This is an optimization exercise on Yosys and OpenROAD, whose aim is small area, a short achievable clock period and few clock cycles per item, not a production implementation.
No run shown here included a check of the RTL's function; only the layout flow was run.

<file path="flow/design.v">
package ex_pkg;
    localparam int unsigned XLEN          = 32;
    localparam int unsigned TRANS_ID_BITS = 3;
    typedef enum logic [3:0] {
        ADD = 4'd0,
        SUB = 4'd1,
        AND = 4'd2,
        OR  = 4'd3,
        XOR = 4'd4,
        SLL = 4'd5,
        SRL = 4'd6,
        SLT = 4'd7,
        MUL = 4'd8
    } fu_op_e;
    typedef struct packed {
        fu_op_e                   operator;
        logic [TRANS_ID_BITS-1:0] trans_id;
        logic [XLEN-1:0]          operand_a;
        logic [XLEN-1:0]          operand_b;
    } fu_data_t;
    typedef struct packed {
        logic [TRANS_ID_BITS-1:0] trans_id;
        logic [XLEN-1:0]          result;
    } wb_data_t;
endpackage
`timescale 1ns/1ps
module mul_step (
    input  logic [31:0] a_i,
    input  logic [3:0]  b_i,
    input  logic        p_i,
    input  logic [31:0] s_i,
    input  logic [31:0] c_i,
    output logic [31:0] s_o,
    output logic [31:0] c_o
);
    logic [31:0] pp0, pp1, s1, c1;
    logic        n0, n1;
    booth_pp bp0 (.a_i(a_i),      .d_i({b_i[1:0], p_i}), .pp_o(pp0), .neg_o(n0));
    booth_pp bp1 (.a_i(a_i << 2), .d_i(b_i[3:1]),         .pp_o(pp1), .neg_o(n1));
    csa32 csa_a (.x_i(s_i), .y_i({c_i[31:1], n0}), .z_i(pp0), .s_o(s1), .c_o(c1));
    csa32 csa_b (.x_i(s1),  .y_i({c1[31:1], n1}),  .z_i(pp1), .s_o(s_o), .c_o(c_o));
endmodule
module booth_pp (
    input  logic [31:0] a_i,
    input  logic [2:0]  d_i,
    output logic [31:0] pp_o,
    output logic        neg_o
);
    logic one, two;
    assign one   = d_i[1] ^ d_i[0];
    assign two   = (d_i[2] & ~d_i[1] & ~d_i[0]) | (~d_i[2] & d_i[1] & d_i[0]);
    assign neg_o = d_i[2];
    assign pp_o  = (({32{one}} & a_i) | ({32{two}} & (a_i << 1))) ^ {32{neg_o}};
endmodule
module csa32 (
    input  logic [31:0] x_i,
    input  logic [31:0] y_i,
    input  logic [31:0] z_i,
    output logic [31:0] s_o,
    output logic [31:0] c_o
);
    logic [31:0] maj;
    assign s_o = x_i ^ y_i ^ z_i;
    assign maj = (x_i & y_i) | (x_i & z_i) | (y_i & z_i);
    assign c_o = {maj[30:0], 1'b0};
endmodule
module cond_add8 (
    input  logic [7:0] a_i,
    input  logic [7:0] b_i,
    input  logic       c_i,
    output logic [7:0] s0_o,
    output logic [7:0] s1_o,
    output logic       g_o,
    output logic       p_o
);
    logic [7:0] p0, g0;
    logic [7:0] g [4];
    logic [7:0] p [4];
    always_comb begin
        p0 = a_i ^ b_i;
        g0 = a_i & b_i;
        g[0] = g0;
        p[0] = p0;
        g[0][0] = g0[0] | (p0[0] & c_i);
        for (int l = 0; l < 3; l++) begin
            for (int i = 0; i < 8; i++) begin
                if ((i >> l) & 1) begin
                    g[l+1][i] = g[l][i] | (p[l][i] & g[l][((i >> l) << l) - 1]);
                    p[l+1][i] = p[l][i] & p[l][((i >> l) << l) - 1];
                end else begin
                    g[l+1][i] = g[l][i];
                    p[l+1][i] = p[l][i];
                end
            end
        end
        s0_o[0] = p0[0] ^ c_i;
        s1_o[0] = ~p0[0];
        for (int i = 1; i < 8; i++) begin
            s0_o[i] = p0[i] ^ g[3][i-1];
            s1_o[i] = p0[i] ^ (g[3][i-1] | p[3][i-1]);
        end
        g_o = g[3][7];
        p_o = p[3][7];
    end
endmodule
`timescale 1ns/1ps
module ex_stage (
    input  logic        clk_i,
    input  logic        rst_ni,
    input  logic        issue_req_i,
    input  logic [70:0] issue_data_i,
    output logic        issue_ack_o,
    output logic        wb_req_o,
    output logic [34:0] wb_data_o,
    input  logic        wb_ack_i
);
    logic [3:0]  in_op;
    logic [2:0]  in_id;
    logic [31:0] in_a, in_b;
    assign {in_op, in_id, in_a, in_b} = issue_data_i;
    logic        q_v, q_ph, q_cy;
    logic [2:0]  q_id;
    logic [31:0] q_a, q_b;
    logic        q_add, q_sub, q_slt, q_and, q_or, q_xor, q_sll, q_srl, q_mul, q_one;
    logic        s_v;
    logic [34:0] s_data;
    logic        m_busy, m_done, m_p;
    logic [2:0]  m_id;
    logic [31:0] m_a, m_b, m_s, m_c;
    logic [31:0] m_s_nxt, m_c_nxt;
    logic q_free, capture, load_slot, mul_start, mul_reload, step1;
    assign mul_start  = q_v && q_mul && (!m_busy || m_done);
    assign mul_reload = m_busy && m_done && (!q_v || q_mul);
    assign load_slot  = !s_v && q_v && (q_ph || q_one) && !q_mul;
    assign step1      = q_v && !q_ph;
    assign q_free     = !q_v || load_slot || mul_start;
    assign capture    = issue_req_i && !issue_ack_o && q_free && !mul_reload;
    logic [7:0]  s_blk0;
    logic        c_blk0;
    logic [23:0] s0_hi, s1_hi;
    logic [2:0]  g_hi, p_hi;
    logic [31:0] sh1;
    cond_add8 blk0 (.a_i(q_a[7:0]), .b_i(q_b[7:0]), .c_i(q_sub),
                    .s0_o(s_blk0), .s1_o(), .g_o(c_blk0), .p_o());
    for (genvar k = 1; k < 4; k++) begin : g_blk
        cond_add8 blk (.a_i(q_a[8*k +: 8]), .b_i(q_b[8*k +: 8]), .c_i(1'b0),
                       .s0_o(s0_hi[8*(k-1) +: 8]), .s1_o(s1_hi[8*(k-1) +: 8]),
                       .g_o(g_hi[k-1]), .p_o(p_hi[k-1]));
    end
    assign sh1 = q_a >> {q_b[4:2], 2'b00};
    logic        c1, c2, c3, lt;
    logic [31:0] sum, sh2, sh2_rev, res;
    assign c1  = q_cy;
    assign c2  = q_b[1] | (q_b[0] & q_cy);
    assign c3  = q_b[3] | (q_b[2] & q_b[1]) | (q_b[2] & q_b[0] & q_cy);
    assign sum = {c3 ? q_b[31:24] : q_a[31:24],
                  c2 ? q_b[23:16] : q_a[23:16],
                  c1 ? q_b[15:8]  : q_a[15:8],
                  q_a[7:0]};
    assign lt  = q_b[6] ? q_b[7] : sum[31];
    always_comb begin
        sh2 = q_a >> q_b[1:0];
        for (int i = 0; i < 32; i++) sh2_rev[i] = sh2[31 - i];
        res = ({32{q_add}} & sum)
            | ({32{q_and}} & (q_a & q_b))
            | ({32{q_or}}  & (q_a | q_b))
            | ({32{q_xor}} & (q_a ^ q_b))
            | ({32{q_srl}} & sh2)
            | ({32{q_sll}} & sh2_rev)
            | {31'd0, q_slt & lt};
    end
    always_ff @(posedge clk_i or negedge rst_ni) begin
        if (!rst_ni) begin
            issue_ack_o <= 1'b0;
            q_v         <= 1'b0;
            q_ph        <= 1'b0;
            s_v         <= 1'b0;
            wb_req_o    <= 1'b0;
            m_busy      <= 1'b0;
        end else begin
            issue_ack_o <= issue_ack_o ? issue_req_i : capture;
            q_v         <= capture || mul_reload || (q_v && !load_slot && !mul_start);
            q_ph        <= q_v && !q_free && !mul_reload;
            s_v         <= load_slot || (s_v && !(wb_req_o && wb_ack_i));
            wb_req_o    <= wb_req_o ? !wb_ack_i : (!wb_ack_i && (s_v || load_slot));
            m_busy      <= mul_start || (m_busy && !mul_reload);
        end
    end
    logic        in_sub, in_sll;
    logic [31:0] in_a_rev;
    assign in_sub = (in_op == 4'd1) || (in_op == 4'd7);
    assign in_sll = (in_op == 4'd5);
    always_comb for (int i = 0; i < 32; i++) in_a_rev[i] = in_a[31 - i];
    always_ff @(posedge clk_i) begin
        if (mul_reload) begin
            q_id  <= m_id;
            q_a   <= m_s;
            q_b   <= m_c;
            {q_add, q_sub, q_slt, q_and, q_or, q_xor, q_sll, q_srl, q_mul, q_one} <= 10'b1000000000;
        end else if (q_free) begin
            q_id  <= in_id;
            q_a   <= in_sll ? in_a_rev : in_a;
            q_b   <= in_sub ? ~in_b : in_b;
            q_add <= (in_op == 4'd0) || (in_op == 4'd1);
            q_sub <= in_sub;
            q_slt <= (in_op == 4'd7);
            q_and <= (in_op == 4'd2);
            q_or  <= (in_op == 4'd3);
            q_xor <= (in_op == 4'd4);
            q_sll <= in_sll;
            q_srl <= (in_op == 4'd6);
            q_mul <= (in_op == 4'd8);
            q_one <= (in_op == 4'd2) || (in_op == 4'd3) || (in_op == 4'd4) || (in_op > 4'd8);
        end else if (step1) begin
            if (q_add || q_slt) begin
                q_a  <= {s0_hi, s_blk0};
                q_b  <= {s1_hi, q_a[31], q_a[31] == q_b[31], 2'b00, g_hi[1], p_hi[1], g_hi[0], p_hi[0]};
                q_cy <= c_blk0;
            end
            if (q_sll || q_srl) q_a <= sh1;
        end
    end
    always_ff @(posedge clk_i) begin
        if (load_slot) s_data <= {q_id, res};
    end
    assign wb_data_o = s_data;
    mul_step step_i (
        .a_i  ( m_a      ),
        .b_i  ( m_b[3:0] ),
        .p_i  ( m_p      ),
        .s_i  ( m_s      ),
        .c_i  ( m_c      ),
        .s_o  ( m_s_nxt  ),
        .c_o  ( m_c_nxt  )
    );
    always_ff @(posedge clk_i) begin
        if (mul_start) m_id <= q_id;
        m_a    <= mul_start ? q_a : (m_a << 4);
        m_b    <= mul_start ? q_b : (m_b >> 4);
        m_p    <= mul_start ? 1'b0 : m_b[3];
        m_s    <= mul_start ? '0 : m_s_nxt;
        m_c    <= mul_start ? '0 : m_c_nxt;
        m_done <= mul_start ? (q_b == '0 || q_a == '0)
                            : ((m_b[31:4] == '0 && !m_b[3]) || m_a[27:0] == '0);
    end
endmodule
</file>
<file path="flow/run.sh">
#!/bin/bash
# synth_recipe.tcl (not shown) runs the flow's synth.tcl, then flattens the netlist and writes it again
# the make line also repeats each setting of config.mk as NAME=value (left out here)
make -C /OpenROAD-flow-scripts/flow DESIGN_CONFIG=/design/flow/config.mk WORK_HOME=/design/flow/orfs CLKGATE_MAP_FILE= SYNTH_SCRIPT=/design/flow/synth_recipe.tcl finish
</file>
<file path="flow/config.mk">
export PLATFORM = sky130hd
export DESIGN_NAME = ex_stage
export DESIGN_NICKNAME = ex_stage
export VERILOG_FILES = /design/flow/design.v
export SDC_FILE = /design/flow/constraint.sdc
export NUM_CORES = 4
export LEC_CHECK = 0
export ABC_AREA = 1
export CAP_MARGIN = 20
export CORE_MARGIN = 2
export CORE_UTILIZATION = 40
export SETUP_SLACK_MARGIN = 3.0
export SLEW_MARGIN = 20
</file>
<file path="flow/constraint.sdc">
create_clock -name core_clock -period 5.5 [get_ports {clk_i}]
set_input_delay 1.1000 -clock core_clock [delete_from_list [all_inputs] [get_ports {clk_i}]]
set_output_delay 1.1000 -clock core_clock [all_outputs]
set_load 0.01 [all_outputs]
</file>
==> results of run 1 <==
## final cells by class
cell class	count	area [um^2]
clock buffer	41	867
clock inverter	15	200
fill	4284	22000
inverter	260	1030
multi-input combinational	1675	10300
sequential	251	6120
tap	585	732
timing repair buffer	210	1970
timing repair inverter	2	13.8
## placed cells by master (no fill, tap or decap), types with 6 or more instances in the layout
cell and n:
a211oi_1 9, a21oi_1 70, a221oi_1 22, buf_12 9, buf_4 83, clkbuf_16 32, clkdlybuf4s50_1 73, clkinv_2 6
dfrtp_1 6, dfxtp_1 135, dlygate4sd2_1 37, edfxtp_1 106, fa_1 61, fa_2 12, ha_1 60, ha_2 8
inv_1 242, inv_2 7, mux2i_1 18, nand2_1 582, nand2_2 14, nand3_1 106, nand3_2 8, nand4_1 32
nor2_1 185, nor2_4 7, nor3_1 23, o211ai_1 35, o211ai_2 6, o21ai_0 190, o21ai_1 15, o22ai_1 61
o22ai_2 7, or2_2 12, xnor2_1 19, xor2_1 70
## per-stage QoR
step                      cell area [um^2]  instances  hold slack [ps]  utilization
final                                21200       3039              456        0.491
after global routing                 21200       3039              492        0.491
after CTS                            20600       2999              466        0.477
after detailed placement             19100       2904              450        0.441
after global placement               19000       2900              445        0.440
after floorplan                      17600       2307              421            -
## routing by layer
layer,wire [um],part of all wire,global-route usage,vias to the layer above
met3,6910,0.10,0.0552,135
met4,2950,0.043,0.124,2
met5,14,0.00020,0,-
met1,28600,0.42,0.418,8112
li1,-,-,-,7828
met2,29900,0.44,0.448,907
## logic make-up after synthesis
kind of cell,count (synthesis),synth area share
adder cells (fa/ha/maj),141,0.132
AO/OA/AOI/OAI,433,0.144
buffers and inverters,383,0.0897
XOR/XNOR,92,0.0458
multiplexers,18,0.0103
AND/OR/NAND/NOR,989,0.231
flip-flops,251,0.348
## path summary, 6_finish.rpt
path | slack (ps) | end | startpoint | cells after the start
setup / recovery | 2810 | q_a[5]$_DFFE_PP_ | q_b[0]$_SDFFCE_PP0P_ | 14
hold / removal | 460 | m_b[4]$_DFF_P_ | m_b[8]$_DFF_P_ | 2
setup reg to reg | 2810 | q_a[5]$_DFFE_PP_ | q_b[0]$_SDFFCE_PP0P_ | 14
hold reg to reg | 460 | m_b[4]$_DFF_P_ | m_b[8]$_DFF_P_ | 2
max in group asynchronous | 4460 | s_v$_DFF_PN0_ | rst_ni | 1
min in group asynchronous | 780 | q_v$_DFF_PN0_ | rst_ni | 1
## state kept, by name, indices dropped and copies added, names as in the netlist, 3 cells and up
| register | flops |
|---|---|
| m_c | 31 |
| m_s | 32 |
| m_id | 3 |
| q_a | 32 |
| q_id | 3 |
| m_a | 32 |
| s_data | 35 |
| m_b | 32 |
| q_b | 32 |
## worst max-delay path: stages (launching register included)
cell	delay (ps)
edfxtp_1	530
inv_4	110
fa_2	200
inv_2	40
fa_2	370
nand2_2	70
nand2_2	50
and2_4	140
fa_2	340
o21ai_2	110
a21oi_1	50
nor2_1	130
nand3_2	140
nand2_1	90
nand2_1	50
## what timing repair did
action / 4_1_cts / 5_1_grt
resized for setup: 97 / 71
setup endpoints to repair: 242 / 95
pin swaps: 13 / 28
gates cloned: 3 / 2
setup buffers: 36 / 38
==> reports/qor.txt, run 1 <==
Area share of the largest cell type after synthesis: 0.181
Number of synthesized register bits: 251
DR vias: 17000
Max Clock Freq: 372 MHz
Most repeated cell in the gate-level netlist after synthesis: nand2_1
Final Hold Vio Count: 0
Tot GR Track Use: 0.297
Synthesis Warnings: 4
Prevailing post-synth register cell: dfxtp_1
Total half-perimeter wirelength after legalization and detailed placement: 49300 um
Core region area: 43300 um^2
Die boundary width: 214 um
Nets: 2646
Number of nets with antenna violations after detailed routing: 0
Count of max-cap constraint violations: 0
Gr ovfl total: 0
Total negative slack: 0 ps
Arrival time of data at the critical path endpoint: 3030 ps
Number of remaining DRC errors: 0
Routed WL: 68400 um
Clk Latency, worst-skew pair: 600 ps
Type of the setup path with the least slack: flop to flop
Num Clock Sinks: 251
Root cell of the clock tree: clkbuf_16
Drt via density: 5.59
Final count of negative-setup-slack endpoints: 0
Vert. Die Dim: 214 um
Routability cong.: 0.967
CP max FO: 2
Mean routed wirelength per cell: 22.5 um
Most numerous cell types in the synthesized netlist: nand2_1, inv_1, o21ai_0
Number of CTS-inserted buffers: 30
Leading cell types by total area after synthesis: edfxtp_1, dfxtp_1, nand2_1
Placement-stage worst setup slack: 1520 ps
Post-Synthesis Cells: 2307
Worst rel slew slack: 0.333
Distinct cell type count of the synthesized netlist: 47
Clock edge transition at the registers on the reported setup and hold paths: 70 ps
Net count after synthesis: 2523
Final critical-path setup slack: 2810 ps
Actual transition at the worst max-transition pin: 995 ps
Std-Cell Rows: 76
Post-route clock skew: 20.4 ps
Proportion of synthesized flip-flops having asynchronous set or reset: 0.0239
Area growth from synthesis to layout: 20.8%
Unrepaired setup endpoints after global routing: yes
Global-route wire length before repair: 100000 um
Netlist Area Pre-Place: 17600 um^2
Initial detailed-routing violation count: 1975
Die ar.: 45600 um^2
Clk buf depth: 3
Post-route minimum period: 2690 ps
Initial standard-cell utilization of the core: 0.406
Antenna cell count: 0
H-tree depth: 1
Type of the most critical hold path: flop to flop
Kind of end point of the critical path: flop
Vias in the first global route: 15900
Number of flops mapped to enable cells by yosys: 106
Antenna violations before repair: 2
Ratio of final minimum period to clock period: 0.488
Number of iterations in the first detailed-routing pass: 6
Status: no timing/DRC/antenna violations
Number of buffers inserted by hold repair at cts: 0
Crit path launch type: flop
Required @ worst endpoint: 5840 ps
Avg Synthesized Cell Area: 7.62 um^2
Num ports: 112
Final Slew Violations: 0
Fraction of the yosys area taken by sequential cells: 0.348
Share of cells above drive strength 1: 0.112
Cell type with the largest total area after synthesis: edfxtp_1
I/O Buffers: 111
Maximum number of pins on one net before global-route repair: 101
TritonCTS clock tree: done
==> inputs of run 2 (changes only) <==
--- a/flow/config.mk
+++ b/flow/config.mk
@@ -6,5 +6,4 @@
 export NUM_CORES = 4
 export LEC_CHECK = 0
-export ABC_AREA = 1
 export CAP_MARGIN = 20
 export CORE_MARGIN = 2
==> run 2 against run 1 <==
Effect of this change:
- still clean
- clock skew fell by 8.8 ps
- via count is 1.2% lower
- wire length is 2.3% higher
- count of clock-buffer cells in the layout grew 1
==> reports/qor.txt, run 2 <==
Status: no timing/DRC/antenna violations
Gr ovfl total: 0 (unchanged)
Initial standard-cell utilization of the core: 0.405 (-0.00166)
Post-route minimum period: 2670 ps (-16.1 ps)
Worst rel slew slack: 0.383 (+0.0494)
Number of flops mapped to enable cells by yosys: 106 (unchanged)
I/O Buffers: 111 (unchanged)
Fraction of the yosys area taken by sequential cells: 0.343 (-0.00537)
Final count of negative-setup-slack endpoints: 0 (unchanged)
Destination of the worst hold path: m_b[15]$_DFF_P_
Antenna violations before repair: 2 (unchanged)
Kind of end point of the critical path: flop
Global-route wire length before repair: 101000 um (+1.2%)
Worst setup slack for register-to-register paths: 2830 ps (+20 ps)
DR vias: 16800 (-1.2%)
Type of the most critical hold path: flop to flop
Max FFs per register: 35 (unchanged)
Number of CTS-inserted buffers: 28 (-6.7%)
Core region area: 44100 um^2 (+2.0%)
Required @ worst endpoint: 5790 ps (-50 ps)
Vias in the first global route: 15600 (-1.8%)
Most repeated cell in the gate-level netlist after synthesis: nand2_1
Count of max-cap constraint violations: 0 (unchanged)
Root cell of the clock tree: clkbuf_16
Cell type with the largest total area after synthesis: edfxtp_1
Avg Synthesized Cell Area: 8.96 um^2 (+18%)
Std-Cell Rows: 77 (+1.3%)
Initial detailed-routing violation count: 1889 (-4.4%)
Number of iterations in the first detailed-routing pass: 5 (-1)
Most numerous cell types in the synthesized netlist: nand2_1, clkbuf_1, o21ai_0
Netlist Area Pre-Place: 17900 um^2 (+1.6%)
Vert. Die Dim: 215 um (+0.77%)
Share of cells above drive strength 1: 0.200 (+0.0876)
Nets: 2279 (-14%)
Net count after synthesis: 2208 (-12%)
Max Clock Freq: 375 MHz (+0.60%)
H-tree depth: 1 (unchanged)
Num ports: 112 (unchanged)
Final Slew Violations: 0 (unchanged)
TritonCTS clock tree: done
Drt via density: 6.27 (+12%)
Routability cong.: 0.944 (-2.4%)
Mean routed wirelength per cell: 26.2 um (+16%)
Reg2Reg Capture Point: q_b[15]$_DFFE_PP_
Number of synthesized register bits: 251 (unchanged)
Die ar.: 46300 um^2 (+1.5%)
Area share of the largest cell type after synthesis: 0.178 (-0.00279)
Leading cell types by total area after synthesis: edfxtp_1, dfxtp_1, fa_1
Area growth from synthesis to layout: 22.9%
Post-Place Cells: 2537 (-13%)
Post-route clock skew: 11.6 ps (-8.81 ps)
Unrepaired setup endpoints after global routing: yes
Clock edge transition at the registers on the reported setup and hold paths: 60 ps (about the same)
CP max FO: 5 (+3)
Post-Synthesis Cells: 1992 (-14%)
Clk buf depth: 3 (unchanged)
Ratio of final minimum period to clock period: 0.485 (-0.00292)
Arrival time of data at the critical path endpoint: 2960 ps (-70 ps)
Final Hold Vio Count: 0 (unchanged)
Proportion of synthesized flip-flops having asynchronous set or reset: 0.0239 (unchanged)
Type of the setup path with the least slack: flop to flop
Clk Latency, worst-skew pair: 570 ps (-30 ps)
Total negative slack: 0 ps (unchanged)
Highest-count cells in the layout ignoring fill and taps: nand2_1, o21ai_0, nor2_1, dfxtp_1, edfxtp_1
Tot GR Track Use: 0.289 (-0.00783)
Die boundary width: 215 um (+0.77%)
Distinct cell type count of the synthesized netlist: 67 (+43%)
Crit Reg-Reg Startpoint: q_a[9]$_DFFE_PP_
Origin of the worst min-delay path: m_b[19]$_DFF_P_
Depth of the worst register-to-register path: 8 (-6)
Filler-free cell count of the finished design: 2676 (-12%)
Prevailing post-synth register cell: dfxtp_1
Largest register by flop count: s_data
Most common library cell in the layout ignoring fill and taps: nand2_1
Actual transition at the worst max-transition pin: 903 ps (-92.0 ps)
Num Clock Sinks: 251 (unchanged)
Total half-perimeter wirelength after legalization and detailed placement: 47500 um (-3.5%)
Crit path launch type: flop
Antenna cell count: 0 (unchanged)
Synthesis Warnings: 4 (unchanged)
Number of remaining DRC errors: 0 (unchanged)
Routed WL: 70000 um (+2.3%)
Number of nets with antenna violations after detailed routing: 0 (unchanged)
Maximum number of pins on one net before global-route repair: 112 (+11%)
Hold depth: 2 (unchanged)
[run 2: cell type report]
type,count,area (um^2)
inverters,78,328
clock buffers,42,836
well taps,592,741
repair buffers,230,2270
multi-input cells,1474,11500
fillers,4196,22200
clock inverters,9,97.6
flip-flops and latches,251,6130
[run 2: per-stage QoR]
stage | area, um^2 | setup WS [ps] | hold WS (ps) | util
final | 21900 | 2830 | 467 | 0.497
after global routing | 21900 | 2800 | 487 | 0.497
after CTS | 21000 | 2890 | 471 | 0.477
after detailed placement | 19300 | 1990 | 457 | 0.436
after global placement | 19200 | 2080 | 442 | 0.436
after floorplan | 17900 | 2950 | 421 | -
[run 2: cells by family after synthesis]
logic type | after synthesis | share of synthesized area
AND/OR/NAND/NOR | 613 | 0.155
AO/OA/AOI/OAI | 546 | 0.199
buffers and inverters | 269 | 0.0587
flip-flops | 251 | 0.343
adder cells (fa/ha/maj) | 141 | 0.130
multiplexers | 100 | 0.0800
XOR/XNOR | 72 | 0.0353
[run 2: worst max-delay path: stages, from the launching register on]
cell and delay (ps):
edfxtp_1 500, buf_4 190, inv_2 140, ha_1 340
and4_2 330, and4_2 320, a21oi_1 180, xor2_1 250
o221ai_1 140
[run 2: worst max-delay path by stage]
stage / cells past startpoint / endpoint / startpoint
finish: 8 / q_b[15]$_DFFE_PP_ / q_a[9]$_DFFE_PP_
global route: 8 / q_b[13]$_DFFE_PP_ / q_b[8]$_DFFE_PP_
CTS: 8 / q_b[13]$_DFFE_PP_ / q_a[8]$_DFFE_PP_
detailed placement: 7 / q_a[6]$_DFFE_PP_ / issue_data_i[67]
global placement: 7 / q_a[6]$_DFFE_PP_ / issue_data_i[67]
floorplan: 12 / q_a[5]$_DFFE_PP_ / q_b[0]$_SDFFCE_PP0P_
[run 2: what timing repair did]
| item | 4_1_cts | 5_1_grt |
|---|---|---|
| buffers inserted | 52 | 26 |
| pin swaps | 12 | 65 |
| hold buffers | 0 | 0 |
| hold endpoints to repair | 0 | 0 |
| gates resized for setup | 133 | 157 |
| cloned | 5 | 5 |
| setup endpoints to repair | 178 | 118 |
[run 2: metal layers]
metal	track usage	vias up	wire length [um]
met5	0	-	13
li1	-	7351	-
met4	0.118	2	3250
met2	0.439	1011	31000
met3	0.0585	178	7850
met1	0.402	8238	27900
==> inputs of run 3 (changes only) <==
--- a/flow/design.v
+++ b/flow/design.v
@@ -68,5 +68,4 @@
     input  logic [7:0] a_i,
     input  logic [7:0] b_i,
-    input  logic       c_i,
     output logic [7:0] s0_o,
     output logic [7:0] s1_o,
@@ -82,5 +81,4 @@
         g[0] = g0;
         p[0] = p0;
-        g[0][0] = g0[0] | (p0[0] & c_i);
         for (int l = 0; l < 3; l++) begin
             for (int i = 0; i < 8; i++) begin
@@ -94,5 +92,5 @@
             end
         end
-        s0_o[0] = p0[0] ^ c_i;
+        s0_o[0] = p0[0];
         s1_o[0] = ~p0[0];
         for (int i = 1; i < 8; i++) begin
@@ -136,16 +134,22 @@
     assign q_free     = !q_v || load_slot || mul_start;
     assign capture    = issue_req_i && !issue_ack_o && q_free && !mul_reload;
-    logic [7:0]  s_blk0;
+    logic [7:0]  s_blk0, c_blk0_v;
     logic        c_blk0;
+    logic [31:0] s0_all, s1_all;
+    logic [3:0]  g_all, p_all;
     logic [23:0] s0_hi, s1_hi;
     logic [2:0]  g_hi, p_hi;
     logic [31:0] sh1;
-    cond_add8 blk0 (.a_i(q_a[7:0]), .b_i(q_b[7:0]), .c_i(q_sub),
-                    .s0_o(s_blk0), .s1_o(), .g_o(c_blk0), .p_o());
-    for (genvar k = 1; k < 4; k++) begin : g_blk
-        cond_add8 blk (.a_i(q_a[8*k +: 8]), .b_i(q_b[8*k +: 8]), .c_i(1'b0),
-                       .s0_o(s0_hi[8*(k-1) +: 8]), .s1_o(s1_hi[8*(k-1) +: 8]),
-                       .g_o(g_hi[k-1]), .p_o(p_hi[k-1]));
-    end
+    for (genvar k = 0; k < 4; k++) begin : g_blk
+        cond_add8 blk (.a_i(q_a[8*k +: 8]), .b_i(q_b[8*k +: 8]),
+                       .s0_o(s0_all[8*k +: 8]), .s1_o(s1_all[8*k +: 8]),
+                       .g_o(g_all[k]), .p_o(p_all[k]));
+    end
+    assign s_blk0 = q_sub ? s1_all[7:0] : s0_all[7:0];
+    assign c_blk0 = g_all[0] | (p_all[0] & q_sub);
+    assign s0_hi  = s0_all[31:8];
+    assign s1_hi  = s1_all[31:8];
+    assign g_hi   = g_all[3:1];
+    assign p_hi   = p_all[3:1];
     assign sh1 = q_a >> {q_b[4:2], 2'b00};
     logic        c1, c2, c3, lt;
--- a/flow/config.mk
+++ b/flow/config.mk
@@ -6,4 +6,5 @@
 export NUM_CORES = 4
 export LEC_CHECK = 0
+export ABC_AREA = 1
 export CAP_MARGIN = 20
 export CORE_MARGIN = 2
==> run 3 against run 2 <==
Effect of this change:
- still clean on timing, DRC and antenna
- worst setup slack gained 160 ps
- synthesized cell count grew 11%
- clock skew rose by 20 ps
- largest cell class unchanged
==> reports/qor.txt, run 3 <==
Drt via density: 5.68 (-9.3%)
Number of remaining DRC errors: 0 (unchanged)
TritonCTS clock tree: done
Post-route clock skew: 31.2 ps (+19.6 ps)
Root cell of the clock tree: clkbuf_16
Logic depth of the worst path, buffers included: 6 (-2)
Netlist Area Pre-Place: 17300 um^2 (-3.2%)
Final Hold Vio Count: 0 (unchanged)
Cell type with the highest occurrence count on the critical path: nand2_1
Synthesis Warnings: 4 (unchanged)
Num Clock Sinks: 251 (unchanged)
Post-route minimum period: 2510 ps (-156 ps)
Vias in the first global route: 15500 (-0.98%)
Initial standard-cell utilization of the core: 0.403 (-0.00162)
Status: no timing/DRC/antenna violations
Avg Synthesized Cell Area: 7.84 um^2 (-13%)
H-tree depth: 1 (unchanged)
Actual transition at the worst max-transition pin: 921 ps (+18.1 ps)
Final critical-path setup slack: 2990 ps (+156 ps)
Antenna violations before repair: 0 (-2)
Placement-stage worst setup slack: 2230 ps (+241 ps)
Num ports: 112 (unchanged)
Number of CTS-inserted buffers: 29 (+3.6%)
Chain of cells forming the critical path: nand2_1 -> nand2_1 -> nor2_4 -> inv_2 -> buf_4 -> o21ai_1
Prevailing post-synth register cell: dfxtp_1
Initial detailed-routing violation count: 1720 (-8.9%)
Type of the most critical hold path: flop to flop
Proportion of synthesized flip-flops having asynchronous set or reset: 0.0239 (unchanged)
Most common library cell in the layout ignoring fill and taps: nand2_1
Required @ worst endpoint: 5920 ps (+130 ps)
Max Clock Freq: 398 MHz (+6.2%)
Worst path buffer plus inverter count: 2 (unchanged)
Tot GR Track Use: 0.292 (+0.00236)
Final Slew Violations: 0 (unchanged)
Crit-path slowest cell: o21ai_1
Post-Synthesis Cells: 2205 (+11%)
CP max FO: 56 (+51)
Crit path launch type: flop
Gr ovfl total: 0 (unchanged)
Worst rel slew slack: 0.385 (+0.00285)
Total negative slack: 0 ps (unchanged)
Most numerous cell types in the synthesized netlist: nand2_1, inv_1, o21ai_0
Type of the setup path with the least slack: flop to flop
Leading cell types by total area after synthesis: edfxtp_1, dfxtp_1, nand2_1
DR vias: 16600 (-1.2%)
Kind of end point of the critical path: flop
Vert. Die Dim: 212 um (-1.6%)
Most repeated cell in the gate-level netlist after synthesis: nand2_1
Clk Latency, worst-skew pair: 590 ps (+20 ps)
Hold depth: 2 (unchanged)
Crit path max-delay family: simple AND/OR/NAND/NOR gates
Ratio of final minimum period to clock period: 0.457 (-0.0283)
Net count after synthesis: 2417 (+9.5%)
FILL cells: 4211 (+0.36%)
Unrepaired setup endpoints after global routing: yes
Area growth from synthesis to layout: 19.6%
Die ar.: 44900 um^2 (-3.1%)
Cell type with the largest total area after synthesis: edfxtp_1
Largest register by flop count: s_data
Arrival time of data at the critical path endpoint: 2930 ps (-30 ps)
Routability cong.: 0.941 (-0.35%)
Max FFs per register: 35 (unchanged)
Share of cells above drive strength 1: 0.100 (-0.0992)
Routed WL: 67200 um (-4.0%)
Die boundary width: 212 um (-1.6%)
Total half-perimeter wirelength after legalization and detailed placement: 48000 um (+1.0%)
Antenna cell count: 0 (unchanged)
Maximum number of pins on one net before global-route repair: 88 (-21%)
Highest-count cells in the layout ignoring fill and taps: nand2_1, inv_1, o21ai_0, nor2_1, dfxtp_1
Global-route wire length before repair: 97700 um (-3.6%)
Core region area: 42900 um^2 (-2.8%)
Distinct cell type count of the synthesized netlist: 53 (-21%)
Highest cell delay on the worst timing path: 570 ps (+70 ps)
Number of nets with antenna violations after detailed routing: 0 (unchanged)
Depth of the worst register-to-register path: 6 (-2)
Clock edge transition at the registers on the reported setup and hold paths: 60 ps (about the same)
Mean routed wirelength per cell: 23.0 um (-12%)
Number of flops mapped to enable cells by yosys: 106 (unchanged)
Nets: 2521 (+11%)
Count of max-cap constraint violations: 0 (unchanged)
Number of synthesized register bits: 251 (unchanged)
I/O Buffers: 111 (unchanged)
Final count of negative-setup-slack endpoints: 0 (unchanged)
Std-Cell Rows: 76 (-1.3%)
Fraction of the yosys area taken by sequential cells: 0.354 (+0.0113)
Clk buf depth: 3 (unchanged)
Area share of the largest cell type after synthesis: 0.184 (+0.00589)
Number of iterations in the first detailed-routing pass: 7 (+2)
run 3: changes by cell type after synthesis, sizes merged, moves of 34 or more:
cell / before / now
a22oi: 40 / 5
inv: 78 / 232
clkbuf: 153 / 39
a21oi: 121 / 87
nor2: 142 / 182
and2: 62 / 3
nand3: 40 / 89
nand2: 274 / 538
xor2: 37 / 84
a221oi: 69 / 18
buf: 38 / 81
mux2i: 47 / 11
o21ai: 152 / 211
run 3: layer usage:
layer / vias up / routed length, um / GRT usage
met1: 8063 / 28900 / 0.416
li1: 7568 / - / -
met5: - / 0 / 0
met4: 0 / 2630 / 0.0957
met2: 800 / 29900 / 0.456
met3: 140 / 5730 / 0.0381
run 3: what timing repair did:
item / 4_1_cts / 5_1_grt
endpoints found under the setup margin: 246 / 105
pin swaps: 7 / 23
gates resized for setup: 89 / 75
gates cloned: 3 / 4
hold buffers: 0 / 0
buffers inserted: 19 / 30
run 3: logic make-up (layout without fill, tap and decap cells):
kind of cell | count (synthesis) | after routing | synth area share
simple gates | 874 | 880 | 0.210
compound gates | 463 | 464 | 0.156
buf+inv | 354 | 472 | 0.0855
flops | 251 | 251 | 0.354
fa+ha+maj | 137 | 137 | 0.129
xor+xnor | 107 | 107 | 0.0547
mux | 19 | 19 | 0.0116
run 3: final timing paths:
path                                   from            endpoint  slack (ps)
min in group asynchronous            rst_ni  wb_req_o$_DFF_PN0_         770
max in group asynchronous            rst_ni    m_busy$_DFF_PN0_        4490
max                        m_busy$_DFF_PN0_      m_b[0]$_DFF_P_        2990
min                         m_b[17]$_DFF_P_     m_b[13]$_DFF_P_         460
max reg2reg                m_busy$_DFF_PN0_      m_b[0]$_DFF_P_        2990
min reg2reg                 m_b[17]$_DFF_P_     m_b[13]$_DFF_P_         460
run 3: worst min-delay path: cells and delay by family (launching register included):
family | cells | cell delay, ps
DFF | 1 | 310
AOI/OAI and AO/OA | 1 | 50
and+or+nand+nor | 1 | 60
run 3: stage by stage:
step,area [um^2],instances,hold WS [ps],utilization
final,20700,2915,457,0.482
after global routing,20700,2915,485,0.482
after CTS,20100,2881,460,0.468
after detailed placement,18700,2807,450,0.437
after global placement,18700,2807,437,0.437
after floorplan,17300,2205,421,-
run 3: cell type report:
class / count / area, um^2 / share of cell area
clock buffers: 39 / 826 / 0.0400
clock inverters: 13 / 143 / 0.00690
flip-flops and latches: 251 / 6120 / 0.296
multi-input cells: 1607 / 10200 / 0.495
repair buffers: 186 / 1700 / 0.0821
inverters: 234 / 908 / 0.0440
well taps: 585 / 732 / 0.0354
==> inputs of run 4 (changes only) <==
--- a/flow/config.mk
+++ b/flow/config.mk
@@ -10,4 +10,4 @@
 export CORE_MARGIN = 2
 export CORE_UTILIZATION = 40
-export SETUP_SLACK_MARGIN = 3.0
+export SETUP_SLACK_MARGIN = 3.3
 export SLEW_MARGIN = 20
==> run 4 against run 3 <==
Effect of this change:
- global-route usage grew 2.5 points
- clock skew decreased by 12 ps
- via count is 4.6% higher
- sequential cell count stayed put
- critical path type unchanged
- die area did not move
- first-iteration DRC count rose by 28%
- count of clock-buffer cells in the layout up 5
- still clean on timing, DRC and antenna
==> reports/qor.txt, run 4 <==
Crit Reg-Reg Startpoint: m_p$_SDFF_PP0_
Die ar.: 44900 um^2 (unchanged)
Chain of cells forming the critical path: or2_4 -> nand2_8 -> nand2_8 -> o21ai_4 -> xor2_2 -> fa_2 -> fa_2 -> inv_1 -> nor2_1
Number of CTS-inserted buffers: 29 (unchanged)
Metal1 wirelength: 29500 um (+2.2%)
Clk Latency, worst-skew pair: 580 ps (about the same)
Area share of the largest cell type after synthesis: 0.184 (unchanged)
Final Slew Violations: 0 (unchanged)
Worst rel slew slack: 0.295 (-0.0905)
Post-Synthesis Cells: 2205 (unchanged)
Crit path max-delay family: adder cells
Worst setup slack for register-to-register paths: 2990 ps (about the same)
Most repeated cell in the gate-level netlist after synthesis: nand2_1
Most common library cell in the layout ignoring fill and taps: nand2_1
Placement-stage worst setup slack: 2200 ps (-34.4 ps)
Max FFs per register: 35 (unchanged)
Final critical-path setup slack: 2990 ps (+2.96 ps)
TritonCTS clock tree: done
Actual transition at the worst max-transition pin: 1060 ps (+136 ps)
Num Clock Sinks: 251 (unchanged)
Number of buffers inserted by hold repair at cts: 0 (unchanged)
Post-route clock skew: 19.7 ps (-11.5 ps)
Total half-perimeter wirelength after legalization and detailed placement: 49100 um (+2.1%)
Arrival time of data at the critical path endpoint: 3020 ps (+90 ps)
Drt via density: 5.80 (+2.0%)
I/O Buffers: 111 (unchanged)
Reg2Reg Capture Point: m_s[30]$_SDFF_PP0_
Share of cells above drive strength 1: 0.212 (+0.112)
Unrepaired setup endpoints after global routing: yes
Post-route minimum period: 2510 ps (-2.96 ps)
Vert. Die Dim: 212 um (unchanged)
Most numerous cell types in the synthesized netlist: nand2_1, inv_1, o21ai_0
Highest metal layer with signal wires: met5
Number of nets with antenna violations after detailed routing: 0 (unchanged)
Number of remaining DRC errors: 0 (unchanged)
Initial standard-cell utilization of the core: 0.403 (unchanged)
Global-route wire length before repair: 105000 um (+7.1%)
Core region area: 42900 um^2 (unchanged)
Detail Route met3 WL: 7560 um (+32%)
Final count of negative-setup-slack endpoints: 0 (unchanged)
Depth of the worst register-to-register path: 9 (+3)
Distinct cell type count of the synthesized netlist: 53 (unchanged)
Net count after synthesis: 2417 (unchanged)
Max Clock Freq: 398 MHz (+0.12%)
Hold depth: 0 (-2)
Required @ worst endpoint: 6010 ps (+90 ps)
Status: no timing/DRC/antenna violations
Origin of the worst min-delay path: q_id[1]$_DFFE_PN_
Area growth from synthesis to layout: 29.4%
Clk buf depth: 3 (unchanged)
Maximum number of pins on one net before global-route repair: 95 (+8.0%)
Kind of end point of the critical path: flop
Vias in the first global route: 16300 (+5.6%)
Mean routed wirelength per cell: 24.4 um (+5.9%)
Cell type with the largest total area after synthesis: edfxtp_1
Leading cell types by total area after synthesis: edfxtp_1, dfxtp_1, nand2_1
Tot GR Track Use: 0.316 (+0.0246)
Fraction of the yosys area taken by sequential cells: 0.354 (unchanged)
Proportion of synthesized flip-flops having asynchronous set or reset: 0.0239 (unchanged)
Final Hold Vio Count: 0 (unchanged)
Die boundary width: 212 um (unchanged)
Gr ovfl total: 0 (unchanged)
Prevailing post-synth register cell: dfxtp_1
Crit path launch type: flop
Num ports: 112 (unchanged)
Ratio of final minimum period to clock period: 0.456 (-0.000538)
Std-Cell Rows: 76 (unchanged)
Total negative slack: 0 ps (unchanged)
DR vias: 17300 (+4.6%)
Clock edge transition at the registers on the reported setup and hold paths: 60 ps (about the same)
Crit-path slowest cell: fa_2
Largest register by flop count: s_data
Nets: 2595 (+2.9%)
Number of iterations in the first detailed-routing pass: 5 (-2)
Synthesis Warnings: 4 (unchanged)
Number of flops mapped to enable cells by yosys: 106 (unchanged)
Routability cong.: 0.965 (+2.6%)
Initial detailed-routing violation count: 2201 (+28%)
Avg Synthesized Cell Area: 7.84 um^2 (unchanged)
Total met2 wirelength after detailed routing: 31900 um (+6.7%)
Antenna violations before repair: 3 (+3)
Type of the most critical hold path: flop to flop
Netlist Area Pre-Place: 17300 um^2 (unchanged)
Highest cell delay on the worst timing path: 530 ps (-40 ps)
Type of the setup path with the least slack: flop to flop
H-tree depth: 1 (unchanged)
Routed WL: 73000 um (+8.6%)
Worst path buffer plus inverter count: 1 (-1)
Root cell of the clock tree: clkbuf_16
Destination of the worst hold path: s_data[33]$_DFFE_PP_
Number of synthesized register bits: 251 (unchanged)
Count of max-cap constraint violations: 0 (unchanged)
Highest-count cells in the layout ignoring fill and taps: nand2_1, inv_1, o21ai_0, nor2_1, dfxtp_1
CP max FO: 8 (-86%)
==> run 4: cell types whose count changed in the layout (fill, tap and decap cells not counted), sizes merged, moves of 4 or more <==
| cell | delta |
|---|---|
| inv | -6 |
| bufbuf | +5 |
| clkinvlp | +5 |
| dlygate4sd2 | -33 |
| buf | +102 |
| clkbuf | +7 |
| nand2 | +4 |
==> run 4: worst max-delay path by stage <==
| stage | start | depth (start not counted) | to | slack, ps |
|---|---|---|---|---|
| after detailed placement | issue_data_i[68] | 9 | q_b[2]$_DFFE_PP_ | 2200 |
| after floorplan | issue_data_i[67] | 9 | q_b[31]$_DFFE_PP_ | 3240 |
| after CTS | m_p$_SDFF_PP0_ | 9 | m_s[4]$_SDFF_PP0_ | 3060 |
| final | m_p$_SDFF_PP0_ | 9 | m_s[30]$_SDFF_PP0_ | 2990 |
| after global placement | issue_data_i[70] | 8 | q_b[2]$_DFFE_PP_ | 2230 |
| after global routing | m_p$_SDFF_PP0_ | 9 | m_s[30]$_SDFF_PP0_ | 2940 |
==> run 4: logic make-up (layout without fill, tap and decap cells) <==
logic type      Yosys count  count (layout)  share of synthesized area
compound gates          463             464                      0.156
xor+xnor                107             107                     0.0547
fa+ha+maj               137             137                      0.129
buf+inv                 354             545                     0.0855
flops                   251             251                      0.354
mux                      19              19                     0.0116
other cells               0               1                          0
simple gates            874             882                      0.210
==> run 4: per-layer routing <==
| metal | vias up | GRT usage |
|---|---|---|
| met1 | 8307 | 0.430 |
| met5 | - | 0 |
| met2 | 1069 | 0.495 |
| met3 | 223 | 0.0604 |
| li1 | 7740 | - |
| met4 | 2 | 0.128 |
==> run 4: what timing repair did <==
item,in CTS,in global routing
pin swaps,52,58
endpoints found under the hold margin,0,0
cloned,15,3
buffers inserted,67,50
resized for setup,352,159
setup endpoints to repair,317,202
==> run 4: final cells by class <==
class	count	area, um^2
Tap cell	585	732
Timing Repair Buffer	258	2520
Inverter	234	967
Sequential cell	251	6120
Multi-Input combinational cell	1609	11000
Clock inverter	9	95.1
Fill cell	4038	20500
Clock buffer	44	917
Antenna cell	1	2.50
==> run 4: per-stage QoR <==
stage                     instance area (um^2)  hold slack (ps)  cells   util
after CTS                                21300              454   2937  0.496
after global routing                     22400              476   2991  0.522
after detailed placement                 18800              440   2802  0.439
after global placement                   18800              437   2802  0.439
final                                    22400              454   2991  0.522
after floorplan                          17400              421   2205      -
==> inputs of run 5 (changes only) <==
--- a/flow/design.v
+++ b/flow/design.v
@@ -123,5 +123,5 @@
     logic        s_v;
     logic [34:0] s_data;
-    logic        m_busy, m_done, m_p;
+    logic        m_busy, m_done, m_p, m_cz;
     logic [2:0]  m_id;
     logic [31:0] m_a, m_b, m_s, m_c;
@@ -201,5 +201,6 @@
             q_a   <= m_s;
             q_b   <= m_c;
-            {q_add, q_sub, q_slt, q_and, q_or, q_xor, q_sll, q_srl, q_mul, q_one} <= 10'b1000000000;
+            {q_add, q_sub, q_slt, q_and, q_or, q_xor, q_sll, q_srl, q_mul, q_one} <=
+                m_cz ? 10'b0000100001 : 10'b1000000000;
         end else if (q_free) begin
             q_id  <= in_id;
@@ -245,4 +246,5 @@
         m_s    <= mul_start ? '0 : m_s_nxt;
         m_c    <= mul_start ? '0 : m_c_nxt;
+        m_cz   <= !mul_start && m_done && (m_c == '0);
         m_done <= mul_start ? (q_b == '0 || q_a == '0)
                             : ((m_b[31:4] == '0 && !m_b[3]) || m_a[27:0] == '0);
--- a/flow/config.mk
+++ b/flow/config.mk
@@ -10,4 +10,4 @@
 export CORE_MARGIN = 2
 export CORE_UTILIZATION = 40
-export SETUP_SLACK_MARGIN = 3.3
+export SETUP_SLACK_MARGIN = 3.0
 export SLEW_MARGIN = 20
==> run 5 against run 4 <==
Effect of this change:
- area after synthesis rose by 2.0%
- register-to-register slack worse by 50 ps
- sequential share of layout area grew 1.6 points
- fmax fell by 1.9%
- final cell count down 0.84%
- design area down 3.5%
- first-iteration DRC count is 0.73% lower
- synthesized cell count about the same
- worst setup slack lost 50 ps
- critical path type unchanged
- highest routed layer unchanged
==> reports/qor.txt, run 5 <==
Post-route clock skew: 23.8 ps (+4.12 ps)
Origin of the worst min-delay path: m_b[31]$_SDFF_PN0_
Routed WL: 73700 um (+0.92%)
Tot GR Track Use: 0.307 (-0.00922)
Initial detailed-routing violation count: 2185 (-0.73%)
Crit-path slowest cell: edfxtp_1
Vert. Die Dim: 214 um (+0.98%)
Std-Cell Rows: 76 (unchanged)
Netlist Area Pre-Place: 17600 um^2 (+2.0%)
Count of max-cap constraint violations: 0 (unchanged)
Crit Reg-Reg Startpoint: q_a[8]$_DFFE_PP_
Highest-count cells in the layout ignoring fill and taps: nand2_1, inv_1, o21ai_0, nor2_1, dfxtp_1
Final Slew Violations: 0 (unchanged)
Max FFs per register: 35 (unchanged)
Distinct cell type count of the synthesized netlist: 57 (+7.5%)
Crit path launch type: flop
Max Clock Freq: 391 MHz (-1.9%)
Final count of negative-setup-slack endpoints: 0 (unchanged)
Area share of the largest cell type after synthesis: 0.198 (+0.0134)
Global-route wire length before repair: 106000 um (+1.2%)
Drt via density: 5.83 (+0.52%)
Mean routed wirelength per cell: 24.8 um (+1.8%)
Type of the most critical hold path: flop to flop
Proportion of synthesized flip-flops having asynchronous set or reset: 0.0238 (-0.0000949)
Prevailing post-synth register cell: dfxtp_1
Antenna violations before repair: 2 (-1)
Unrepaired setup endpoints after global routing: yes
I/O Buffers: 111 (unchanged)
Number of remaining DRC errors: 0 (unchanged)
Number of synthesized register bits: 252 (+0.40%)
Ratio of final minimum period to clock period: 0.466 (+0.00904)
Number of flops mapped to enable cells by yosys: 116 (+9.4%)
Type of the setup path with the least slack: flop to flop
Arrival time of data at the critical path endpoint: 2900 ps (-120 ps)
Total negative slack: 0 ps (unchanged)
Post-Synthesis Cells: 2207 (+0.091%)
Setup crit start: q_a[8]$_DFFE_PP_
Kind of end point of the critical path: flop
FILL cells: 4122 (+2.1%)
Most numerous cell types in the synthesized netlist: nand2_1, inv_1, o21ai_0
Placed instance area: 19000 um^2 (+0.88%)
Final Hold Vio Count: 0 (unchanged)
Nets: 2568 (-1.0%)
Fraction of the yosys area taken by sequential cells: 0.354 (about the same)
Chain of cells forming the critical path: ha_2 -> fa_2 -> buf_4 -> fa_1 -> o21bai_1 -> xor2_1 -> a22oi_1 -> o21ai_1
Gr ovfl total: 0 (unchanged)
Share of cells above drive strength 1: 0.138 (-0.0738)
Core region area: 43300 um^2 (+0.89%)
Worst setup slack for register-to-register paths: 2940 ps (-50 ps)
Number of buffers inserted by hold repair at cts: 0 (unchanged)
Num Clock Sinks: 252 (+0.40%)
Status: no timing/DRC/antenna violations
CP max FO: 3 (-5)
Actual transition at the worst max-transition pin: 941 ps (-115 ps)
Vias in the first global route: 16300 (+0.080%)
Cell type with the largest total area after synthesis: edfxtp_1
Highest cell delay on the worst timing path: 450 ps (-80 ps)
Routability cong.: 0.956 (-0.90%)
Number of CTS-inserted buffers: 30 (+3.4%)
Initial standard-cell utilization of the core: 0.407 (+0.00447)
Root cell of the clock tree: clkbuf_16
Largest register by flop count: s_data
Number of nets with antenna violations after detailed routing: 0 (unchanged)
H-tree depth: 1 (unchanged)
Total half-perimeter wirelength after legalization and detailed placement: 51100 um (+4.2%)
Die boundary width: 214 um (+0.98%)
Worst rel slew slack: 0.372 (+0.0769)
Maximum number of pins on one net before global-route repair: 67 (-29%)
Required @ worst endpoint: 5840 ps (-170 ps)
DR vias: 17300 (-0.32%)
Final critical-path setup slack: 2940 ps (-49.7 ps)
Clock edge transition at the registers on the reported setup and hold paths: 70 ps (about the same)
Placement-stage worst setup slack: 2020 ps (-176 ps)
Area growth from synthesis to layout: 22.5%
Clk buf depth: 3 (unchanged)
Avg Synthesized Cell Area: 7.99 um^2 (+1.9%)
Die ar.: 45800 um^2 (+2.0%)
Post-route cell area: 21600 um^2 (-3.5%)
Leading cell types by total area after synthesis: edfxtp_1, dfxtp_1, nand2_1
Post-route minimum period: 2560 ps (+49.7 ps)
Most common library cell in the layout ignoring fill and taps: nand2_1
Synthesis Warnings: 4 (unchanged)
Clk Latency, worst-skew pair: 600 ps (+20 ps)
Number of iterations in the first detailed-routing pass: 7 (+2)
TritonCTS clock tree: done
Num ports: 112 (unchanged)
Net count after synthesis: 2419 (+0.083%)
Most repeated cell in the gate-level netlist after synthesis: nand2_1
==> run 5: cell types whose count changed after synthesis, sizes merged, moves of 6 or more <==
cell	change
clkbuf	-8
xnor2	+6
a21oi	-9
o21ai	+6
nand2	-31
inv	+9
dfxtp	-9
edfxtp	+10
nor2	+19
buf	+7
==> run 5: path summary, 6_finish.rpt <==
kind	depth (start not counted)	endpoint
hold reg to reg	2	m_b[27]$_DFF_P_
min in group asynchronous	1	q_ph$_DFF_PN0_
hold / removal	2	m_b[27]$_DFF_P_
max in group asynchronous	1	q_v$_DFF_PN0_
setup reg to reg	8	q_b[11]$_DFFE_PP_
setup / recovery	8	q_b[11]$_DFFE_PP_
==> run 5: cells by family (layout without fill, tap and decap cells) <==
group           Yosys count  in the layout  synth area share
compound gates          466            466             0.157
xor+xnor                114            114            0.0588
fa+ha+maj               137            137             0.127
buf+inv                 362            524            0.0894
flops                   252            252             0.354
mux                      17             17            0.0101
other cells               0              1                 0
simple gates            859            870             0.205
==> run 5: metrics by stage <==
| stage | hold slack [ps] | util | cells |
|---|---|---|---|
| floorplan | 421 | - | 2207 |
| global placement | 445 | 0.439 | 2804 |
| detailed placement | 447 | 0.439 | 2804 |
| CTS | 461 | 0.475 | 2894 |
| global route | 476 | 0.499 | 2966 |
| finish | 461 | 0.499 | 2966 |
==> run 5: critical path, delay by kind of cell, from the launching register on <==
kind / cells / cell delay [ps]
DFF: 1 / 450
buffers and inverters: 1 / 150
xor gates and xnor gates: 1 / 150
adders and majority gates: 3 / 1070
AOI/OAI and AO/OA: 3 / 470
==> run 5: area by class of cell <==
cell class	instances	area, um^2	share of cell area
inverters	243	983	0.0455
multi-input cells	1604	10500	0.486
repair inverters	1	5.00	0.000232
well taps	585	732	0.0339
flip-flops and latches	252	6250	0.289
diodes	1	2.50	0.000116
clock inverters	13	95.1	0.00440
repair buffers	224	2100	0.0972
clock buffers	43	935	0.0433
==> run 5: timing repair <==
item,CTS,global route
pin swaps,8,49
setup buffers,25,64
gates cloned,9,6
endpoints found under the setup margin,243,107
resized for setup,103,97
endpoints found under the hold margin,0,0
==> run 5: layer usage <==
layer | share of wire | track usage | up-vias | routed length [um]
met5 | 0.00015 | 0 | - | 11
met4 | 0.049 | 0.123 | 2 | 3630
met3 | 0.11 | 0.0679 | 226 | 7970
met2 | 0.44 | 0.469 | 1055 | 32100
met1 | 0.41 | 0.421 | 8327 | 30000
li1 | - | - | 7675 | -
==> inputs of run 6 (changes only) <==
==> flow/flow/run.sh (new file) <==
#!/bin/bash
# Standard layout, with the port buffers made from the smallest plain buffer
# (the resizer still upsizes any that need it).
set -euo pipefail
export BUFFER_PORTS_ARGS="-buffer_cell sky130_fd_sc_hd__buf_1"
bash standard.sh > standard.log 2>&1
==> flow/standard.sh (new file) <==
#!/bin/bash
# synth_recipe.tcl (not shown) runs the flow's synth.tcl, then flattens the netlist and writes it again
# the make line also repeats each setting of config.mk as NAME=value (left out here)
make -C /OpenROAD-flow-scripts/flow DESIGN_CONFIG=/design/flow/config.mk WORK_HOME=/design/flow/orfs CLKGATE_MAP_FILE= SYNTH_SCRIPT=/design/flow/synth_recipe.tcl "${@:-finish}"
removed: flow/run.sh
==> run 6 against run 5 <==
Effect of this change:
- utilization is 3.0 points lower
- highest routed layer unchanged
- global-route usage is 1.5 points lower
- count of clock-buffer cells in the layout is 2 lower
- worst setup slack better by 42 ps
- fmax is 1.7% higher
- design area is 6.0% lower
- wire length is 5.3% lower
==> reports/qor.txt, run 6 <==
Arrival time of data at the critical path endpoint: 2850 ps (-50 ps)
Total negative slack: 0 ps (unchanged)
Number of iterations in the first detailed-routing pass: 6 (-1)
Tot GR Track Use: 0.292 (-0.0153)
Placed instance area: 18300 um^2 (-3.8%)
TritonCTS clock tree: done
DR vias: 16900 (-2.1%)
Post-route cell area: 20300 um^2 (-6.0%)
Largest register by flop count: s_data
Required @ worst endpoint: 5830 ps (about the same)
Proportion of synthesized flip-flops having asynchronous set or reset: 0.0238 (unchanged)
Highest-count cells in the layout ignoring fill and taps: nand2_1, inv_1, o21ai_0, nor2_1, dfxtp_1
Most common library cell in the layout ignoring fill and taps: nand2_1
Most numerous cell types in the synthesized netlist: nand2_1, inv_1, o21ai_0
Global-route wire length before repair: 101000 um (-4.4%)
Initial detailed-routing violation count: 2180 (-0.23%)
Net count after synthesis: 2419 (unchanged)
Cell type with the largest total area after synthesis: edfxtp_1
Final Hold Vio Count: 0 (unchanged)
H-tree depth: 1 (unchanged)
Worst rel slew slack: 0.323 (-0.0493)
Vert. Die Dim: 214 um (unchanged)
Final Slew Violations: 0 (unchanged)
Unrepaired setup endpoints after global routing: yes
Crit path launch type: flop
Area growth from synthesis to layout: 15.1%
Core region area: 43300 um^2 (unchanged)
Distinct cell type count of the synthesized netlist: 57 (unchanged)
Number of flops mapped to enable cells by yosys: 116 (unchanged)
Prevailing post-synth register cell: dfxtp_1
I/O Buffers: 111 (unchanged)
Actual transition at the worst max-transition pin: 1010 ps (+64.4 ps)
Area share of the largest cell type after synthesis: 0.198 (unchanged)
Vias in the first global route: 16000 (-1.8%)
Antenna cell count: 0 (-1)
Initial standard-cell utilization of the core: 0.407 (unchanged)
Avg Synthesized Cell Area: 7.99 um^2 (unchanged)
Die ar.: 45800 um^2 (unchanged)
Number of CTS-inserted buffers: 29 (-3.3%)
Fraction of the yosys area taken by sequential cells: 0.354 (unchanged)
Kind of end point of the critical path: flop
Leading cell types by total area after synthesis: edfxtp_1, dfxtp_1, nand2_1
Max Clock Freq: 397 MHz (+1.7%)
Post-route clock skew: 11.8 ps (-12.0 ps)
Maximum number of pins on one net before global-route repair: 68 (+1.5%)
Post-Synth XOR/XNOR Area: 0.0588 (unchanged)
Synth Area in Adders: 0.127 (unchanged)
Clk buf depth: 3 (unchanged)
Number of synthesized register bits: 252 (unchanged)
Status: no timing/DRC/antenna violations
Synthesis Warnings: 4 (unchanged)
Routed WL: 69800 um (-5.3%)
Num ports: 112 (unchanged)
Final count of negative-setup-slack endpoints: 0 (unchanged)
Synthesized-area fraction occupied by ao, oa, aoi and oai cells: 0.157 (unchanged)
Number of buffers inserted by hold repair at cts: 0 (unchanged)
Clock edge transition at the registers on the reported setup and hold paths: 70 ps (about the same)
Share of cells above drive strength 1: 0.111 (-0.0267)
Num Clock Sinks: 252 (unchanged)
CP max FO: 9 (+6)
Max FFs per register: 35 (unchanged)
Drt via density: 5.78 (-0.75%)
Most repeated cell in the gate-level netlist after synthesis: nand2_1
Routability cong.: 0.973 (+1.7%)
Post-Synthesis Cells: 2207 (unchanged)
Gr ovfl total: 0 (unchanged)
Number of nets with antenna violations after detailed routing: 0 (unchanged)
Type of the most critical hold path: input port to asynchronous set/reset pin
Count of max-cap constraint violations: 0 (unchanged)
Dominant combinational cell family by area after synthesis: simple AND/OR/NAND/NOR gates
Worst setup slack for register-to-register paths: 2980 ps (+40 ps)
Clk Latency, worst-skew pair: 570 ps (-30 ps)
Std-Cell Rows: 76 (unchanged)
Post-route minimum period: 2520 ps (-42.1 ps)
Nets: 2531 (-1.4%)
Number of remaining DRC errors: 0 (unchanged)
Root cell of the clock tree: clkbuf_16
Simple-Gate Fraction of Synth Area: 0.205 (unchanged)
Antenna violations before repair: 2 (unchanged)
Ratio of final minimum period to clock period: 0.458 (-0.00766)
Die boundary width: 214 um (unchanged)
Total half-perimeter wirelength after legalization and detailed placement: 49200 um (-3.7%)
Mean routed wirelength per cell: 23.8 um (-4.0%)
Netlist Area Pre-Place: 17600 um^2 (unchanged)
Type of the setup path with the least slack: flop to flop
Multiplexer area fraction after synthesis: 0.0101 (unchanged)
## run 6: cell counts after synthesis
Identical to the previous run, type by type.
## run 6: cells by family after synthesis
group / count (synthesis)
AO/OA/AOI/OAI: 466
XOR/XNOR: 114
adder cells (fa/ha/maj): 137
buffers and inverters: 362
flip-flops: 252
multiplexers: 17
AND/OR/NAND/NOR: 859
## run 6: timing repair
action / CTS / global route
pin swaps: 5 / 17
setup endpoints to repair: 207 / 86
gates cloned: 8 / 5
buffers inserted: 33 / 26
gates resized for setup: 56 / 59
## run 6: critical path: stages, from the launching register on
cell and delay [ps]:
edfxtp_1 550, clkinv_1 590, ha_1 610, inv_1 130, nand3_1 90, nand3_1 120
nand2_1 80, nand2_1 60, nand2_1 40
## run 6: path summary, 6_finish.rpt
path                                    start                 to  cells after the start
setup / recovery            q_a[31]$_DFFE_PP_  q_a[31]$_DFFE_PP_                      8
hold / removal                         rst_ni      s_v$_DFF_PN0_                      1
setup reg to reg            q_a[31]$_DFFE_PP_  q_a[31]$_DFFE_PP_                      8
hold reg to reg            m_b[31]$_SDFF_PN0_    m_b[27]$_DFF_P_                      2
max in group asynchronous              rst_ni      q_v$_DFF_PN0_                      1
min in group core_clock    m_b[31]$_SDFF_PN0_    m_b[27]$_DFF_P_                      2
## run 6: metal layers
metal  global-route usage  part of all wire  vias up
li1                     -                 -     7589
met1                0.410              0.41     8041
met2                0.433              0.43     1064
met3               0.0518              0.11      226
met4                0.141             0.057        4
met5                    0           0.00034        -
## run 6: final cells by class
cell class	instances	area [um^2]
Clock inverter	12	85.1
Inverter	243	981
Timing Repair inverter	2	10.0
Clock buffer	41	855
Fill cell	4297	23000
Timing Repair Buffer	189	1100
Multi-Input combinational cell	1602	10300
Tap cell	585	732
Sequential cell	252	6240
## run 6: metrics by stage
stage	util	hold WS (ps)	setup slack (ps)	std cells
2_1_floorplan	-	421	3120	2207
3_3_place_gp	0.422	446	2220	2801
5_1_grt	0.469	421	2920	2926
4_1_cts	0.456	401	3000	2895
6_report	0.469	408	2980	2926
3_5_place_dp	0.422	450	2200	2801

==> what the ideal ports hide <==
The flow's constraints put no driver on any port. The routed layouts listed below were extracted and timed again, unchanged, in two steps.
Step 1 assumes that a clkbuf_16 drives the clock port and a buf_2 every other input.
Step 2 also shifts input and output timing later by t, the mid clock arrival at the registers, as if the neighbouring blocks saw the same clock.
Slacks: ideal ports / drivers / drivers and shift; pairs: ideal ports / drivers.
run | t (ns) | setup slack, ns | slew at the worst register clock pin (ns)
run 1 | 0.643 | 2.815 / 2.815 / 2.427 | 0.07 / 0.07
run 2 | 0.623 | 2.831 / 2.831 / 2.484 | 0.06 / 0.06
run 3 | 0.637 | 2.986 / 2.986 / 2.412 | 0.07 / 0.07
run 4 | 0.631 | 2.989 / 2.989 / 2.660 | 0.07 / 0.07
run 5 | 0.639 | 2.940 / 2.940 / 2.437 | 0.07 / 0.07
run 6 | 0.624 | 2.982 / 2.982 / 2.574 | 0.07 / 0.07
After both steps setup and hold are still met in every run listed. The setup slack of run 3, which loses most, moves by 0.000 ns with the drivers and by -0.574 ns with both steps.
